This is an optimization exercise on Yosys and OpenROAD, whose aim is small area, not a production implementation. The RTL was checked by simulation tests, not by an equivalence proof against the original design. Power figures rest on the tool's default switching activity, not on a simulated workload.

== north ==
==> flow/design.v <==
package dmem_pkg;
  localparam logic [2:0] F3_B  = 3'b000;
  localparam logic [2:0] F3_H  = 3'b001;
  localparam logic [2:0] F3_W  = 3'b010;
  localparam logic [2:0] F3_BU = 3'b100;
  localparam logic [2:0] F3_HU = 3'b101;
  typedef enum logic {
    CLEAR,
    READY
  } dmem_state_t;
endpackage
module dmem_bit_next
(
  input  logic q,
  input  logic wr,
  input  logic col_n,
  input  logic hold,
  output logic d
);
  assign d = ~((q | wr) & (col_n | hold));
endmodule
module dmem_rd_pair
(
  input  logic q0,
  input  logic sel0_n,
  input  logic q1,
  input  logic sel1_n,
  output logic y
);
  assign y = ~((q0 | sel0_n) & (q1 | sel1_n));
endmodule
module dmem_rd_col
#(
  parameter int unsigned DEPTH = 64
) (
  input  logic [DEPTH-1:0] q,
  input  logic [DEPTH-1:0] sel_n,
  output logic             y_n
);
  logic [DEPTH/2-1:0] p;
  for (genvar k = 0; k < DEPTH/2; k++) begin : g_pair
    dmem_rd_pair u_pair (
      .q0     (q[2*k]),
      .sel0_n (sel_n[2*k]),
      .q1     (q[2*k+1]),
      .sel1_n (sel_n[2*k+1]),
      .y      (p[k])
    );
  end
  assign y_n = |p;
endmodule
module byte_data_memory
#(
  parameter int unsigned DEPTH          = 64,
  parameter bit          CLEAR_ON_RESET = 1'b1
) (
  input  logic        clk,
  input  logic        reset,
  input  logic        req_valid,
  output logic        req_ready,
  input  logic        req_we,
  input  logic [2:0]  req_funct3,
  input  logic [31:0] req_addr,
  input  logic [31:0] req_wdata,
  output logic        rsp_valid,
  output logic [31:0] rsp_rdata,
  output logic        rsp_err,
  output logic        clear_busy
);
  localparam int unsigned AW = $clog2(DEPTH);
  logic [32*DEPTH-1:0]   mem_q;
  dmem_pkg::dmem_state_t state;
  logic [AW-1:0] sweep_cnt;
  logic          phase;
  logic          clearing;
  logic          sweep_sel;
  logic [AW-1:0] idx;
  logic          out_of_range;
  logic          misaligned;
  logic          illegal;
  logic          err;
  logic          accept;
  logic [3:0]    be;
  logic [31:0]   wdata_lane;
  logic [31:0]   rword;
  logic          rload_q;
  logic [31:0]   rcol_q;
  logic [2:0]    rf3_q;
  logic [1:0]    rlo_q;
  assign clearing   = (state == dmem_pkg::CLEAR);
  assign req_ready  = (state == dmem_pkg::READY);
  assign clear_busy = clearing;
  assign phase      = sweep_cnt[0];
  assign accept     = req_valid && req_ready;
  assign idx          = req_addr[2 +: AW];
  assign out_of_range = |req_addr[31:2+AW];
  always_comb begin
    be         = '0;
    wdata_lane = '0;
    misaligned = 1'b0;
    illegal    = 1'b0;
    case (req_funct3)
      dmem_pkg::F3_B: begin
        be         = 4'b0001 << req_addr[1:0];
        wdata_lane = {4{req_wdata[7:0]}};
      end
      dmem_pkg::F3_H: begin
        misaligned = req_addr[0];
        be         = req_addr[1] ? 4'b1100 : 4'b0011;
        wdata_lane = {2{req_wdata[15:0]}};
      end
      dmem_pkg::F3_W: begin
        misaligned = |req_addr[1:0];
        be         = '1;
        wdata_lane = req_wdata;
      end
      dmem_pkg::F3_BU: begin
        illegal = req_we;
      end
      dmem_pkg::F3_HU: begin
        illegal    = req_we;
        misaligned = req_addr[0];
      end
      default: illegal = 1'b1;
    endcase
  end
  assign err = out_of_range || misaligned || illegal;
  always_ff @(posedge clk) begin
    if (reset) begin
      state     <= CLEAR_ON_RESET ? dmem_pkg::CLEAR : dmem_pkg::READY;
      sweep_cnt <= '0;
      sweep_sel <= CLEAR_ON_RESET;
      rsp_valid <= 1'b0;
      rsp_err   <= 1'b0;
      rload_q   <= 1'b0;
    end else begin
      if (clearing && sweep_cnt == AW'(DEPTH - 1)) begin
        state     <= dmem_pkg::READY;
        sweep_sel <= 1'b0;
      end
      sweep_cnt <= sweep_cnt + 1'b1;
      rsp_valid <= accept;
      rsp_err   <= accept && err;
      rload_q   <= accept && !req_we && !err;
    end
  end
  logic [AW-1:0]    widx;
  logic [DEPTH-1:0] row_n;
  assign widx = sweep_sel ? sweep_cnt : idx;
  always_comb begin
    for (int r = 0; r < DEPTH; r++) row_n[r] = (widx != AW'(r));
  end
  logic [3:0]    lane_on;
  logic [31:0]   col_n;
  always_comb begin
    for (int l = 0; l < 4; l++) begin
      lane_on[l] = clearing || (accept && req_we && !err && be[l]);
      for (int b = 8*l; b < 8*l + 8; b++) begin
        col_n[b] = lane_on[l] ? ((!clearing && wdata_lane[b]) ^ phase) : 1'b1;
      end
    end
  end
  logic [32*DEPTH-1:0] mem_d;
  for (genvar r = 0; r < DEPTH; r++) begin : g_row
    logic [3:0] wr;
    assign wr = {4{!row_n[r]}} & lane_on;
    for (genvar b = 0; b < 32; b++) begin : g_bit
      dmem_bit_next u_next (
        .q     (mem_q[32*r + b]),
        .wr    (wr[b/8]),
        .col_n (col_n[b]),
        .hold  (row_n[r]),
        .d     (mem_d[32*r + b])
      );
    end
  end
  always_ff @(posedge clk) begin
    mem_q <= mem_d;
  end
  logic [31:0]      rcol_n;
  for (genvar b = 0; b < 32; b++) begin : g_col
    logic [DEPTH-1:0] q;
    for (genvar r = 0; r < DEPTH; r++) begin : g_q
      assign q[r] = mem_q[32*r + b];
    end
    dmem_rd_col #(.DEPTH(DEPTH)) u_col (
      .q     (q),
      .sel_n (row_n),
      .y_n   (rcol_n[b])
    );
  end
  always_ff @(posedge clk) begin
    rcol_q <= rcol_n;
    rf3_q  <= req_funct3;
    rlo_q  <= req_addr[1:0];
  end
  assign rword = (rcol_q ^ {32{phase}}) & {32{rload_q}};
  always_comb begin
    logic [7:0]  rbyte;
    logic [15:0] rhalf;
    logic        rsign;
    rbyte = rword[{rlo_q, 3'b000} +: 8];
    rhalf = rword[{rlo_q[1], 4'b0000} +: 16];
    rsign = !rf3_q[2] && (rf3_q[0] ? rhalf[15] : rbyte[7]);
    if (rf3_q[1])      rsp_rdata = rword;
    else if (rf3_q[0]) rsp_rdata = {{16{rsign}}, rhalf};
    else               rsp_rdata = {{24{rsign}}, rbyte};
  end
endmodule
==> flow/config.mk <==
export PLATFORM = sky130hd
export DESIGN_NAME = byte_data_memory
export DESIGN_NICKNAME = byte_data_memory
export VERILOG_FILES = /design/flow/design.v
export SDC_FILE = /design/flow/constraint.sdc
export NUM_CORES = 4
export LEC_CHECK = 0
export CAP_MARGIN = 10
export CORE_MARGIN = 2
export CORE_UTILIZATION = 40
export CTS_CLUSTER_DIAMETER = 60
export CTS_CLUSTER_SIZE = 16
export GPL_TIMING_DRIVEN = 0
export PLACE_DENSITY = 0.85
export SETUP_SLACK_MARGIN = 0.1
export SLEW_MARGIN = 10
export SYNTH_HIERARCHICAL = 1
==> flow/constraint.sdc <==
create_clock -name core_clock -period 5.0 [get_ports {clk}]
set_input_delay 1.0000 -clock core_clock [delete_from_list [all_inputs] [get_ports {clk}]]
set_output_delay 1.0000 -clock core_clock [all_outputs]
set_load 0.01 [all_outputs]
standard.sh (not shown) runs the stock make flow with config.mk's settings and CLKGATE_MAP_FILE= SYNTH_SCRIPT=/design/flow/synth_recipe.tcl, a recipe that flattens the netlist after the stock synthesis.
==> flow/flow/run.sh <==
#!/bin/bash
# Own layout flow: the standard ORFS flow, standard synthesis unchanged.
# Changes from the standard layout:
#  - ports are buffered with plain buf_1 cells (the default pick is a
#    clkdlybuf4s50 delay cell, which is slow and twice the area; the
#    resizer can still upsize a plain buffer where timing needs it);
#  - clock tree synthesis adds no dummy balancing loads, and builds the
#    tree from clkbuf_8 cells in clusters of at most 16 sinks;
#  - the design repair after placement may not use buf_12/buf_16
#    (small_bufs.tcl).
# The full make output goes to standard_flow.log; each ORFS step keeps its
# own log under orfs/logs/.
set -euo pipefail
cd "$(dirname "$0")/.."
here=$(pwd)
bash standard.sh finish \
  "BUFFER_PORTS_ARGS=-buffer_cell sky130_fd_sc_hd__buf_1" \
  "CTS_ARGS=-sink_clustering_enable -repair_clock_nets -dont_use_dummy_load -sink_clustering_size 16 -sink_clustering_max_diameter 60 -buf_list sky130_fd_sc_hd__clkbuf_8" \
  "PRE_RESIZE_TCL=$here/flow/small_bufs.tcl" \
  > standard_flow.log 2>&1
==> flow/flow/small_bufs.tcl <==
# Keep design repair from using the largest buffers (buf_12, buf_16); it
# then buffers long, high-fanout nets with smaller buffers instead.
set_dont_use {sky130_fd_sc_hd__buf_12 sky130_fd_sc_hd__buf_16}
In summary, north completed successfully, with a layout that passed the timing, design-rule and antenna checks.
Edits applied to the flow inputs when going from north to south:
Settings: SETUP_SLACK_MARGIN no longer set, was 0.1.
south finished every stage; the final checks, however, were not passed, the failures being setup timing. Diff south..north | total non-filler cell area in the finished layout | negligible. Looking at slack of the critical path across both flows, south is the weaker of the two, with north ahead. south vs north, first-iteration detailed-routing DRC count went down by 2.8%. Summary of south over north: final RePlAce weighted congestion ~0 delta, aggregate negative setup slack -250 ps, arrival time at the worst endpoint +330 ps. Delta(share of the clock period used by the worst path after layout, south - north) > 0. Comparing south with north, the power in the clock group came out essentially unchanged. south reports a higher count of final setup violators than north does. Between north and south, the clock insertion delay at the later pin of the skew report figures differ only marginally.
## Diff of input files: east against south
Settings: changing CAP_MARGIN from 10 to 20; changing SLEW_MARGIN from 10 to 20; changing CTS_CLUSTER_SIZE from 16 to 24; changing CTS_CLUSTER_DIAMETER from 60 to 80; removing PLACE_DENSITY (formerly 0.85).
==> flow/flow/run.sh <==
#!/bin/bash
# Own layout flow: the standard ORFS flow, standard synthesis unchanged.
# Changes from the standard layout:
#  - ports are buffered with plain buf_1 cells (the default pick is a
#    clkdlybuf4s50 delay cell, which is slow and twice the area; the
#    resizer can still upsize a plain buffer where timing needs it);
#  - clock tree synthesis adds no dummy balancing loads.
# The full make output goes to standard_flow.log; each ORFS step keeps its
# own log under orfs/logs/.
set -euo pipefail
cd "$(dirname "$0")/.."
bash standard.sh finish \
  "BUFFER_PORTS_ARGS=-buffer_cell sky130_fd_sc_hd__buf_1" \
  "CTS_ARGS=-sink_clustering_enable -repair_clock_nets -dont_use_dummy_load -sink_clustering_size 24 -sink_clustering_max_diameter 80" \
  > standard_flow.log 2>&1
removed: flow/flow/small_bufs.tcl
- east completed end to end with timing, DRC and antenna clean.
- Relative to south, east degrades estimated wirelength of the detail-placed design.
- The worst-skew pair later-pin latency number comes out higher for south vs east.
- Compared with south, east improves final worst slack.
- Between south and east, the difference in total routed wirelength is negligible.
- More vias were needed by south than by east.
- Layout clock buffer count of east falls short of that of south by more than a quarter.
- In east, the first-pass GRT wire length came out 1.5% above the value in south.
- The run showing the greater via count of the first global-routing pass is south.
- In terms of final non-filler cell total, south and east differ only marginally.
For west, these inputs were changed with respect to east:
Settings: swapping 40 for 55 in CORE_UTILIZATION.
### Flow results
Diff east -> west: final non-filler cell total now sits lower, first-pass GRT wire length now sits lower. Of west and east, the lower critical path depth belongs to east. Compare west and east | routed length per instance lower: east. Die height: west lower than east. Final non-filler cell area: west < east. east → west: maximum frequency lower, via count climbed 0.79%, overall power of the completed layout dropped 1.2%, utilization grew by 16 points. Non-clock buffer count, west and east: lower on east.

separate check: timing with driven ports:
In the flow no input, the clock included, has a driving cell. The finished layouts below were timed again as built, in two steps. Step 1: set_driving_cell puts a clkbuf_16 on clk and a buf_2 on each other input, an assumption about the parent block. Step 2 moves the port delays by t, midway between the first and last clock arrival at a register: inputs arrive t later, outputs are due t later. That takes back most of the time a late clock gives input paths. Slacks: ideal / step 1 / step 2; pairs: ideal / step 1.
run | t (ns) | setup slack, ns | latest minus earliest clock arrival (ns) | worst slew at a driven data input, ns
north | 0.966 | 0.165 / 0.096 / -0.598 | 0.097 / 0.097 | 0.32
south | 0.980 | -0.163 / -0.233 / -0.611 | 0.098 / 0.099 | 0.31
east | 0.789 | 0.341 / 0.264 / -0.041 | 0.121 / 0.121 | 0.17
west | 0.780 | 0.176 / 0.176 / -0.219 | 0.055 / 0.055 | 0.17
Met with ideal ports but missed after step 2: setup timing in north, east and west. The setup slack of north, which loses most, moves by -0.069 ns with the drivers and by -0.763 ns with both steps.
